This design comes from an exercise in tuning for small area on the open sky130 flow, not from production work.
The RTL was checked by simulation tests, not by an equivalence proof against the original design.
Power is estimated from default activity; no workload was simulated.

--- flow/design.v ---
package comms_pkg;
  localparam logic [7:0] OP_WRITE_ALL = 8'h00;
  localparam logic [7:0] OP_READ      = 8'h04;
  localparam int unsigned CLKS_PER_BIT_DEFAULT = 25;
  typedef enum logic [2:0] {
    StIdle  = 3'd0,
    StHdr1  = 3'd6,
    StHdr2  = 3'd1,
    StWrite = 3'd5,
    StRead  = 3'd4
  } ctrl_state_e;
  typedef enum logic [1:0] {
    TxStart,
    TxData,
    TxStop
  } tx_phase_e;
  typedef enum logic [2:0] {
    RxIdle,
    RxStart,
    RxData,
    RxStop,
    RxBreak
  } rx_state_e;
  localparam logic [4:0] CNT_FIRST      = 5'd1;
  localparam logic [4:0] CNT_HALF_FIRST = 5'd31;
  localparam logic [4:0] CNT_LAST       = 5'd29;
  function automatic logic [4:0] cnt_step(input logic [4:0] s);
    cnt_step = {s[3:0], s[4] ^ s[2]};
  endfunction
  function automatic int unsigned idx_width(input int unsigned n);
    if (n > 1) idx_width = $clog2(n);
    else       idx_width = 1;
  endfunction
endpackage
module uart_rx
#(
  parameter int unsigned CLKS_PER_BIT = comms_pkg::CLKS_PER_BIT_DEFAULT
) (
  input  logic       clk_i,
  input  logic       rst_ni,
  input  logic       rxd_i,
  output logic [7:0] byte_o,
  output logic       byte_valid_o
);
  localparam int unsigned CntW = 5;
  localparam logic [3:0] PosIdle  = 4'd0;
  localparam logic [3:0] PosStart = 4'd1;
  localparam logic [3:0] PosStop  = 4'd2;
  localparam logic [3:0] PosBreak = 4'd3;
  logic            rx_meta_q;
  logic            rx_sync_q;
  logic [3:0]      pos_q;
  logic [CntW-1:0] cnt_q;
  logic [7:0]      shift_q;
  logic            valid_q;
  logic            cnt_last;
  assign cnt_last = (cnt_q == comms_pkg::CNT_LAST);
  always_ff @(posedge clk_i or negedge rst_ni) begin
    if (!rst_ni) begin
      rx_meta_q <= 1'b1;
      rx_sync_q <= 1'b1;
    end else begin
      rx_meta_q <= rxd_i;
      rx_sync_q <= rx_meta_q;
    end
  end
  always_ff @(posedge clk_i or negedge rst_ni) begin
    if (!rst_ni) begin
      pos_q   <= PosIdle;
      valid_q <= 1'b0;
    end else begin
      valid_q <= 1'b0;
      if (pos_q[3]) begin
        if (cnt_last) begin
          pos_q <= (pos_q[2:0] == 3'd7) ? PosStop : pos_q + 1'b1;
        end
      end else begin
        unique case (pos_q[1:0])
          2'd0: begin
            if (!rx_sync_q) begin
              pos_q <= PosStart;
            end
          end
          2'd1: begin
            if (cnt_last) begin
              pos_q <= rx_sync_q ? PosIdle : 4'd8;
            end
          end
          2'd2: begin
            if (cnt_last) begin
              valid_q <= rx_sync_q;
              pos_q   <= rx_sync_q ? PosIdle : PosBreak;
            end
          end
          default: begin
            if (rx_sync_q) begin
              pos_q <= PosIdle;
            end
          end
        endcase
      end
    end
  end
  always_ff @(posedge clk_i) begin
    if (pos_q == PosIdle) begin
      cnt_q <= comms_pkg::CNT_HALF_FIRST;
    end else if (cnt_last) begin
      cnt_q <= comms_pkg::CNT_FIRST;
    end else begin
      cnt_q <= comms_pkg::cnt_step(cnt_q);
    end
    if (pos_q[3] && cnt_last) begin
      shift_q <= {rx_sync_q, shift_q[7:1]};
    end
  end
  assign byte_o       = shift_q;
  assign byte_valid_o = valid_q;
endmodule
module top_level
#(
  parameter int unsigned DATA_ADDRS   = 2,
  parameter int unsigned WORD_BYTES   = 128,
  parameter int unsigned CLKS_PER_BIT = comms_pkg::CLKS_PER_BIT_DEFAULT
) (
  input  logic clk_100mhz,
  input  logic sys_rst,
  input  logic uart_rxd,
  output logic uart_txd
);
  localparam int unsigned     SlotW   = comms_pkg::idx_width(WORD_BYTES);
  localparam int unsigned     CntW    = 5;
  logic [7:0] rx_byte;
  logic       rx_valid;
  uart_rx #(
    .CLKS_PER_BIT(CLKS_PER_BIT)
  ) u_uart_rx (
    .clk_i       (clk_100mhz),
    .rst_ni      (sys_rst),
    .rxd_i       (uart_rxd),
    .byte_o      (rx_byte),
    .byte_valid_o(rx_valid)
  );
  localparam logic [SlotW-1:0] SlotLast = 7'h40;
  function automatic logic [SlotW-1:0] lfsr_step(input logic [SlotW-1:0] s);
    lfsr_step = {s[SlotW-2:0], s[SlotW-1] ^ s[SlotW-2] ^ (s[SlotW-2:0] == '0)};
  endfunction
  logic [WORD_BYTES-1:0] ring_q [2*8];
  logic [SlotW-1:0]      slot_q;      
  comms_pkg::ctrl_state_e state_q;
  logic [SlotW:0]   idx_q;
  logic             pend_q;       
  logic             valid_q;      
  logic [CntW-1:0]  tx_cnt_q;
  logic [3:0]       tx_pos_q;
  logic [7:0]       buf_q;        
  logic             txd_q;
  logic             hit_cur_q;    
  logic             hit_prev;     
  logic [SlotW-1:0] slot_step;
  logic [SlotW-1:0] idx_step;
  logic [7:0]       tap;
  always_comb begin
    hit_prev  = (slot_q == idx_q[SlotW-1:0]);
    slot_step = lfsr_step(slot_q);
    idx_step  = lfsr_step(idx_q[SlotW-1:0]);
    for (int b = 0; b < 8; b++) begin
      tap[b] = idx_q[SlotW] ? ring_q[8+b][WORD_BYTES-1] : ring_q[b][WORD_BYTES-1];
    end
  end
  always_ff @(posedge clk_100mhz) begin
    for (int w = 0; w < 2; w++) begin
      for (int b = 0; b < 8; b++) begin
        ring_q[w*8+b] <= {ring_q[w*8+b][WORD_BYTES-2:0],
                          (pend_q && hit_cur_q && (idx_q[SlotW] == w[0])) ? buf_q[b]
                                                                         : ring_q[w*8+b][WORD_BYTES-1]};
      end
    end
  end
  always_ff @(posedge clk_100mhz or negedge sys_rst) begin
    if (!sys_rst) begin
      slot_q <= '0;
    end else begin
      slot_q <= slot_step;
    end
  end
  always_ff @(posedge clk_100mhz) begin
    hit_cur_q <= hit_prev;
  end
  always_ff @(posedge clk_100mhz) begin
    for (int b = 0; b < 8; b++) begin
      if (state_q == comms_pkg::StWrite) begin
        if (rx_valid) begin
          buf_q[b] <= rx_byte[b];
        end
      end else if (state_q == comms_pkg::StHdr2 || state_q == comms_pkg::StRead) begin
        if ((tx_pos_q > 4'(b)) ? hit_cur_q : hit_prev) begin
          buf_q[b] <= tap[b];
        end
      end
    end
  end
  always_ff @(posedge clk_100mhz or negedge sys_rst) begin
    if (!sys_rst) begin
      state_q <= comms_pkg::StIdle;
      pend_q  <= 1'b0;
      valid_q <= 1'b0;
      txd_q   <= 1'b1;
    end else begin
      if (pend_q && hit_cur_q) begin
        pend_q <= 1'b0;
      end
      unique case (state_q)
        comms_pkg::StIdle: begin
          if (rx_valid) begin
            state_q <= comms_pkg::StHdr1;
          end
        end
        comms_pkg::StHdr1: begin
          if (rx_valid) begin
            state_q <= comms_pkg::StHdr2;
          end
        end
        comms_pkg::StHdr2: begin
          if (rx_valid) begin
            if (tx_pos_q[1]) begin
              valid_q <= 1'b1;
              state_q <= comms_pkg::StWrite;
            end else if (tx_pos_q[0]) begin
              txd_q   <= 1'b0;
              state_q <= comms_pkg::StRead;
            end else begin
              state_q <= comms_pkg::StIdle;
            end
          end
        end
        comms_pkg::StWrite: begin
          if (rx_valid) begin
            pend_q <= 1'b1;
            if (idx_q == {1'b1, SlotLast}) begin
              state_q <= comms_pkg::StIdle;
            end
          end
        end
        comms_pkg::StRead: begin
          if (tx_cnt_q == comms_pkg::CNT_LAST) begin
            if (tx_pos_q == 4'd9) begin
              if (idx_q[SlotW-1:0] == '0) begin
                state_q <= comms_pkg::StIdle;
              end else begin
                txd_q <= 1'b0;
              end
            end else begin
              txd_q <= tx_pos_q[3] | (buf_q[tx_pos_q[2:0]] & valid_q);
            end
          end
        end
        default: state_q <= comms_pkg::StIdle;
      endcase
    end
  end
  always_ff @(posedge clk_100mhz) begin
    if (pend_q && hit_cur_q) begin
      idx_q <= {idx_q[SlotW] ^ (idx_q[SlotW-1:0] == SlotLast), idx_step};
    end
    unique case (state_q)
      comms_pkg::StIdle: begin
        if (rx_valid) begin
          tx_pos_q <= {2'b10, rx_byte == comms_pkg::OP_WRITE_ALL, rx_byte == comms_pkg::OP_READ};
        end
      end
      comms_pkg::StHdr1: begin
        if (rx_valid) begin
          idx_q    <= {rx_byte[0], {SlotW{1'b0}}};
        end
      end
      comms_pkg::StHdr2: begin
        if (rx_valid) begin
          idx_q[SlotW] <= tx_pos_q[0] & idx_q[SlotW];
        end
        if (rx_valid && tx_pos_q[0]) begin
          idx_q[SlotW-1:0] <= idx_step;
          tx_cnt_q <= comms_pkg::CNT_FIRST;
          tx_pos_q <= '0;
        end
      end
      comms_pkg::StRead: begin
        if (tx_cnt_q != comms_pkg::CNT_LAST) begin
          tx_cnt_q <= comms_pkg::cnt_step(tx_cnt_q);
        end else begin
          tx_cnt_q <= comms_pkg::CNT_FIRST;
          if (tx_pos_q == 4'd9) begin
            if (idx_q[SlotW-1:0] != '0) begin
              idx_q[SlotW-1:0] <= idx_step;
              tx_pos_q <= '0;
            end
          end else begin
            tx_pos_q <= tx_pos_q + 1'b1;
          end
        end
      end
      default: ;
    endcase
  end
  assign uart_txd = txd_q;
endmodule
--- flow/flow/run.sh ---
#!/bin/bash
# Standard layout, with clock tree synthesis options of our own.
export CTS_ARGS="-sink_clustering_enable -repair_clock_nets -buf_list {sky130_fd_sc_hd__clkbuf_2 sky130_fd_sc_hd__clkbuf_8} -sink_clustering_buffer sky130_fd_sc_hd__clkbuf_8 -tree_buf sky130_fd_sc_hd__clkbuf_2 -root_buf sky130_fd_sc_hd__clkbuf_8 -sink_clustering_size 21 -sink_clustering_max_diameter 60 -dont_use_dummy_load"
bash standard.sh > flow_standard.log 2>&1
--- flow/standard.sh ---
#!/bin/bash
# synth_recipe.tcl (not shown) runs the flow's synth.tcl, then flattens the netlist and writes it again
# the make line also repeats each setting of config.mk as NAME=value (left out here)
make -C /OpenROAD-flow-scripts/flow DESIGN_CONFIG=/design/flow/config.mk WORK_HOME=/design/flow/orfs CLKGATE_MAP_FILE= SYNTH_SCRIPT=/design/flow/synth_recipe.tcl "${@:-finish}"
--- flow/config.mk ---
export PLATFORM = sky130hd
export DESIGN_NAME = top_level
export DESIGN_NICKNAME = top_level
export VERILOG_FILES = /design/flow/design.v
export SDC_FILE = /design/flow/constraint.sdc
export NUM_CORES = 4
export LEC_CHECK = 0
export CAP_MARGIN = 20
export CORE_MARGIN = 2
export CORE_UTILIZATION = 70
export PLACE_DENSITY = 0.8
export SLEW_MARGIN = 20
--- flow/constraint.sdc ---
create_clock -name core_clock -period 10.0 [get_ports {clk_100mhz}]
set_input_delay 2.0000 -clock core_clock [delete_from_list [all_inputs] [get_ports {clk_100mhz}]]
set_output_delay 2.0000 -clock core_clock [all_outputs]
set_load 0.01 [all_outputs]
==> reports/metrics.cfg, run 1 <==
[setup_path]
timing.critical_path.max_delay_family=flip-flops
cp-end-kind=primary output
path_max_fanout=2
critPathBufInv=1
critPathLaunchType=flop
cp_cell_sequence=clkdlybuf4s50_1
crit_arrival_ns=1.68
cp_slowest_stage_delay_ns=0.53
criticalPathCategory=reg -> out
cp.required_ns=8.00
cp_slowest_cell=dfstp_2

[layout]
fin_cells=3303
fin_area_um2=46800
fill_cells=3268
nets=2466
area_growth_pct=5.82
layout-drive-gt1-share_pct=5.90

[clocking]
cts-hold-fix-buffers=0
post_cts_resized=0
root_buffer=clkbuf_8
cts_setup_buffers=0
numClockSinks=2107
htreeDepth=3
clockBufferDepth=3
cts_inserted_buffers=112
clock_latency_ns=0.76
cts_tree=built
clk_pin_slew_worst_paths_ns=0.12

[placed_design]
hpwl_um=29800
pre_cts_ws_ns=6.69
dp.cells=3190
gp_congestion=0.789
portBuffers=3
dpl-instance-area_um2=45200

[die]
dieArea_um2=65100
ios=4
fp.dieW_um=255
std_cell_rows=92
core_area_um2=62700
start_util_pct=70.4
die_h_um=255

[timing]
fin_tns_setup_ns=0
slew_headroom_pct=44.2
min_period_ns=3.68
timing.final.ws_setup_ns=6.32
fin_crit_sh_pct=36.8
drv_slew=0
max_freq_mhz=271
setup_viol=0
finClkSkew_ns=0.124
rsz0062_at_grt=no
hold_violations=0
worst_pin_slew_ns=0.830

[yosys]
syn_inst=2356
yosys_warnings=3
synth_top_area_share_pct=93.4
synth_area_leaders=dfxtp_1 93%, edfxtp_1 1.7%, dfrtp_1 0.96%, mux2_2 0.43%, mux2i_1 0.36%
async_flop_share_pct=0.949
yosysTopAreaCell=dfxtp_1
synthTopCellsByCount=2062 x dfxtp_1, 29 x nor2_1, 26 x a21oi_1, 25 x edfxtp_1, 24 x nand2_1
ys.flop_type=dfxtp_1
avgSynthCellArea_um2=18.8
synth-edff-count=25
synth_nets=2364
ys_types=55
ys_ff_latch=2107
netlist_area_um2=44200
synth-seq-area-share_pct=96.3
synth.most_common_cell=dfxtp_1

[grt]
grt_pass1_wl_um=84800
grt_pass1_vias=15673
grt_remaining_overflow=0
antenna_found_initial=1
grt_max_degree=26
track_usage_pct=16.9

[drt]
drc=0
first_iter_violations=679
wl_per_cell_um=16.0
via_per_inst=4.45
drt_first_pass_iters=4
final_antenna_net_count=0
vias=14711
drt_wl_total_um=52700

[power_and_ir_drop]
power.leakage_nw=18.5
vdd_ir_drop_max_mv=0.179
finalPower_mw=11.8
powerDensity_nw_per_um2=253

[run_status]
status=no timing/DRC/antenna violations

[run]
max_cap_violations=0

[worst_hold_path]
hold_path_class=reg -> reg

==> worst paths after layout <==
path / from / endpoint / slack [ns] / cells past startpoint
worst max-delay path: txd_q$_DFFE_PN1P_ / uart_txd / 6.32 / 1
worst min-delay path: ring_q[4][5]$_DFF_P_ / ring_q[4][6]$_DFF_P_ / 0.22 / 0
worst max register to register: tx_pos_q[0]$_DFFE_PP_ / idx_q[0]$_DFF_P_ / 7.69 / 5
worst min register to register: ring_q[4][5]$_DFF_P_ / ring_q[4][6]$_DFF_P_ / 0.22 / 0
max in group asynchronous: sys_rst / txd_q$_DFFE_PN1P_ / 8.32 / 1
min in group asynchronous: sys_rst / u_uart_rx.pos_q[0]$_DFFE_PN0P_ / 1.19 / 1
==> final cells by class <==
type	instances	area, um^2	area share (%)
repair buffers	3	25.0	0.0535
flip-flops and latches	2107	42500	91.0
inverters	9	33.8	0.0723
diodes	1	2.50	0.00535
clock buffers	112	1540	3.30
well taps	846	1060	2.26
multi-input cells	225	1560	3.34
==> worst reg2reg max path: cells and delay by family, from the launching register on <==
family             cells  cell delay [ns]
AOI/OAI and AO/OA      3             0.57
DFF                    1             0.71
and+or+nand+nor        2             0.89
==> metal layers <==
metal / vias to the layer above / share of wire [%] / wire length [um] / track usage (%)
li1: 7496 / - / - / -
met1: 6979 / 47 / 25000 / 22.9
met2: 154 / 47 / 24900 / 27.6
met3: 82 / 3.6 / 1920 / 3.90
met4: 0 / 1.9 / 1000 / 5.03
met5: - / 0 / 0 / 0
==> state kept, by name (all words and copies together) (netlist names), 5 cells and up <==
register,cells
tx_cnt_q,5
slot_q,7
idx_q,8
buf_q,8
ring_q,2048
u_uart_rx.cnt_q,5
u_uart_rx.shift_q,8
==> power by group <==
part / leakage [nW] / switching (mW) / internal, mW
clock: 0.805 / 2.17 / 1.01
sequential: 17.1 / 0.0478 / 8.44
combinational: 0.646 / 0.0798 / 0.0612
total: 18.5 / 2.29 / 9.51
==> per-stage QoR <==
| stage | util (%) | hold WS, ns |
|---|---|---|
| after global routing | 74.5 | 0.199 |
| after global placement | 72.1 | 0.312 |
| final | 74.5 | 0.222 |
| after CTS | 74.5 | 0.191 |
| after floorplan | - | 0.310 |
| after detailed placement | 72.1 | 0.312 |
==> cells in the final DEF, fill, tap and decap left out, types with 3 or more instances in the layout <==
cell type / Yosys / routed
mux2_2: 17 / 17
dfstp_2: 3 / 3
xor2_1: 4 / 4
o22ai_1: 3 / 3
nor2_1: 29 / 29
clkbuf_8: 0 / 112
a21o_1: 4 / 4
a31oi_1: 4 / 4
mux2i_1: 16 / 16
edfxtp_1: 25 / 25
nand2b_1: 3 / 3
a21oi_1: 26 / 26
o21ai_0: 12 / 12
ha_1: 5 / 5
dfxtp_1: 2062 / 2062
nand2_1: 24 / 24
nand3_1: 5 / 5
nor3_1: 9 / 9
inv_1: 9 / 9
dfrtp_1: 17 / 17
a22o_1: 7 / 7
and2_1: 5 / 5
nor2b_1: 4 / 4
nor4_1: 4 / 4
xnor2_1: 8 / 8
==> logic make-up after synthesis <==
family	after synthesis	share of synthesized area, %
xor gates and xnor gates	12	0.238
buffers and inverters	24	0.204
muxes	35	0.898
AOI/OAI and AO/OA	73	1.10
adders and majority gates	5	0.142
and+or+nand+nor	100	1.16
DFF	2107	96.3
==> run 2, diff against run 1 <==
==> flow/flow/run.sh (replaced) <==
#!/bin/bash
# Standard layout, with clock tree synthesis options of our own.
export CTS_ARGS="-sink_clustering_enable -repair_clock_nets -buf_list {sky130_fd_sc_hd__clkbuf_2 sky130_fd_sc_hd__clkbuf_8} -sink_clustering_buffer sky130_fd_sc_hd__clkbuf_8 -tree_buf sky130_fd_sc_hd__clkbuf_2 -root_buf sky130_fd_sc_hd__clkbuf_8 -sink_clustering_size 21 -sink_clustering_max_diameter 55 -dont_use_dummy_load"
bash standard.sh > flow_standard.log 2>&1
==> run 2 against run 1 <==
  * Clock power about the same
  * Flip-flop and latch count stayed put
  * Count of clock-buffer cells in the layout grew 1
  * Sequential share of layout area hardly changed
  * Sequential power barely moved
  * Highest routed layer unchanged
  * Cell area about the same
  * First-iteration DRC count is 2.2% lower
  * Clock skew fell by 0.020 ns
  * Critical path type unchanged
  * Non-clock buffer count stayed put
==> reports/metrics.cfg, run 2 <==
[run_status]
status=no timing/DRC/antenna violations

[timing]
holdWs_ns=0.295  ; +0.0730 ns
fin_tns_setup_ns=0  ; unchanged
worst_pin_slew_ns=0.859  ; +0.0296 ns
slew_headroom_pct=42.2  ; -2.0 points
setup_viol=0  ; unchanged
drv_slew=0  ; unchanged
rsz0062_at_grt=no
max_freq_mhz=273  ; +0.54%
finClkSkew_ns=0.104  ; -0.0203 ns
fin_crit_sh_pct=36.6  ; -0.20 points
timing.final.ws_setup_ns=6.34  ; +0.0198 ns
hold_violations=0  ; unchanged
min_period_ns=3.66  ; -0.0198 ns

[setup_path]
cp_slowest_cell=dfstp_2
path_max_fanout=2  ; unchanged
critPathLaunchType=flop
cp_slowest_stage_delay_ns=0.52  ; about the same
timing.critical_path.max_delay_family=flip-flops
crit_arrival_ns=1.66  ; -0.02 ns
critPathBufInv=1  ; unchanged
cp-end-kind=primary output
cp_cell_sequence=clkdlybuf4s50_1
criticalPathCategory=reg -> out
cp.required_ns=8.00  ; about the same

[die]
start_util_pct=70.4  ; unchanged
dieArea_um2=65100  ; unchanged
fp.dieW_um=255  ; unchanged
die_h_um=255  ; unchanged
ios=4  ; unchanged
std_cell_rows=92  ; unchanged
core_area_um2=62700  ; unchanged

[clocking]
cts_tree=built
clk_pin_slew_worst_paths_ns=0.11  ; about the same
cts-hold-fix-buffers=0  ; unchanged
cts_inserted_buffers=113  ; +0.89%
clock_latency_ns=0.72  ; -0.04 ns
post_cts_resized=0  ; unchanged
clockBufferDepth=3  ; unchanged
cts_setup_buffers=0  ; unchanged
numClockSinks=2107  ; unchanged
htreeDepth=3  ; unchanged
root_buffer=clkbuf_8

[drt]
drc=0  ; unchanged
first_iter_violations=664  ; -2.2%
wl_per_cell_um=16.0  ; +0.35%
vias=14701  ; -0.068%
final_antenna_net_count=0  ; unchanged
drt_first_pass_iters=4  ; unchanged
via_per_inst=4.45  ; -0.13%
drt_wl_total_um=53000  ; +0.41%

[yosys]
synthTopCellsByCount=2062 x dfxtp_1, 29 x nor2_1, 26 x a21oi_1, 25 x edfxtp_1, 24 x nand2_1
syn_inst=2356  ; unchanged
synth_nets=2364  ; unchanged
ys.flop_type=dfxtp_1
synth-seq-area-share_pct=96.3  ; unchanged
synth_top_area_share_pct=93.4  ; unchanged
avgSynthCellArea_um2=18.8  ; unchanged
yosysTopAreaCell=dfxtp_1
synth_area_leaders=dfxtp_1 93%, edfxtp_1 1.7%, dfrtp_1 0.96%, mux2_2 0.43%, mux2i_1 0.36%
async_flop_share_pct=0.949  ; unchanged
ys_ff_latch=2107  ; unchanged
synth.most_common_cell=dfxtp_1
netlist_area_um2=44200  ; unchanged
synth-edff-count=25  ; unchanged
yosys_warnings=3  ; unchanged
ys_types=55  ; unchanged

[layout]
layout_commonest_cell=dfxtp_1
finish.utilization_pct=74.6  ; about the same
nets=2467  ; +0.041%
layout-drive-gt1-share_pct=5.94  ; +0.038 points
top_register=ring_q
area_growth_pct=5.86  ; about the same
largest_register_ffs=2048  ; unchanged
mostFrequentLayoutCells=2062 x dfxtp_1, 113 x clkbuf_8, 29 x nor2_1
fill_cells=3273  ; +0.15%
fin_cells=3305  ; +0.061%

[power_and_ir_drop]
p_int_mw=9.52  ; about the same
switching_power_mw=2.30  ; +0.12%
powerDensity_nw_per_um2=253  ; about the same
vdd_ir_drop_max_mv=0.208  ; +17%
p_seq_share_pct=71.8  ; about the same
p_comb_share_pct=1.2  ; about the same
p_sw_share_pct=19.4  ; about the same
clockPowerShare_pct=27.0  ; about the same
power.leakage_nw=18.5  ; about the same

[placed_design]
gp_congestion=0.789  ; unchanged
pre_cts_ws_ns=6.69  ; unchanged
dp.cells=3190  ; unchanged
hpwl_um=29800  ; unchanged
portBuffers=3  ; unchanged

[grt]
grt_pass1_vias=15678  ; +0.032%
antenna_found_initial=2  ; +1
grt_pass1_wl_um=84700  ; about the same
track_usage_pct=16.9  ; -0.053 points
grt_remaining_overflow=0  ; unchanged
grt_max_degree=26  ; unchanged

[worst_hold_path]
hold_path_class=reg -> reg

[run]
max_cap_violations=0  ; unchanged

==> run 2: metal layers <==
metal	vias to the layer above	GRT usage, %	wire length [um]
met4	0	5.26	932
met1	6958	23.1	25200
met5	-	0	0
met2	171	27.2	24600
met3	72	3.71	2250
li1	7500	-	-
==> run 2: path summary, 6_finish.rpt <==
kind | start | endpoint | slack, ns | depth (start not counted)
worst max register to register | tx_pos_q[0]$_DFFE_PP_ | idx_q[0]$_DFF_P_ | 7.68 | 5
worst min register to register | ring_q[0][117]$_DFF_P_ | ring_q[0][118]$_DFF_P_ | 0.29 | 0
worst max-delay path | txd_q$_DFFE_PN1P_ | uart_txd | 6.34 | 1
min in group asynchronous | sys_rst | pend_q$_DFF_PN0_ | 1.26 | 1
max in group asynchronous | sys_rst | txd_q$_DFFE_PN1P_ | 8.30 | 1
worst min-delay path | ring_q[0][117]$_DFF_P_ | ring_q[0][118]$_DFF_P_ | 0.29 | 0
==> run 2: per-stage QoR <==
step                power, mW  cell area (um^2)
finish                   11.8             46800
global route             12.2             46800
CTS                      11.9             46800
detailed placement       8.82             45200
global placement         8.80             45200
floorplan                8.77             44200
==> run 2: final cells by class <==
| type | instances | area [um^2] | share of cell area [%] |
|---|---|---|---|
| antenna | 2 | 5.00 | 0.0107 |
| clock buffer | 113 | 1560 | 3.33 |
| inverter | 9 | 33.8 | 0.0722 |
| multi-input combinational | 225 | 1560 | 3.34 |
| sequential | 2107 | 42500 | 90.9 |
| tap | 846 | 1060 | 2.26 |
| timing repair buffer | 3 | 25.0 | 0.0535 |
==> run 2: logic make-up after synthesis <==
group	count (synthesis)	synth area share, %
AOI/OAI and AO/OA	73	1.10
xor gates and xnor gates	12	0.238
adders and majority gates	5	0.142
buffers and inverters	24	0.204
DFF	2107	96.3
muxes	35	0.898
and+or+nand+nor	100	1.16
==> run 2: power by group through the flow <==
stage          sequential, mW  clock [mW]  combinational, mW
2_1_floorplan            8.65           0              0.125
3_3_place_gp             8.67           0              0.129
3_5_place_dp             8.68           0              0.142
4_1_cts                  8.49        3.28              0.142
5_1_grt                  8.50        3.55              0.161
6_report                 8.49        3.19              0.141

-- re-timing with driven ports --
How much do the figures lean on ideal ports? The routed layouts below were timed once more, with nothing changed but the port constraints. Step 1 sets driving cells, clkbuf_16 on the clock port and buf_2 on the other inputs (assumed; they add their load-dependent delay and slew). Step 2, shift: input delay + t, output delay - t, t = (earliest + latest rising clock arrival at the registers) / 2. This alone moves slack from input paths to output paths. a / b / c = no drivers / after step 1 / after step 2; a / b = the first two.
| run | shift t [ns] | slack for setup (ns) | worst setup path after step 2 | worst slew at a driven data input, ns | pins driven straight from the clock port |
|---|---|---|---|---|---|
| run 1 | 0.753 | 6.316 / 6.257 / 7.011 | register to output | 0.03 | 1 |
| run 2 | 0.737 | 6.336 / 6.275 / 7.012 | register to output | 0.03 | 1 |
After both steps every run listed still meets setup and hold.
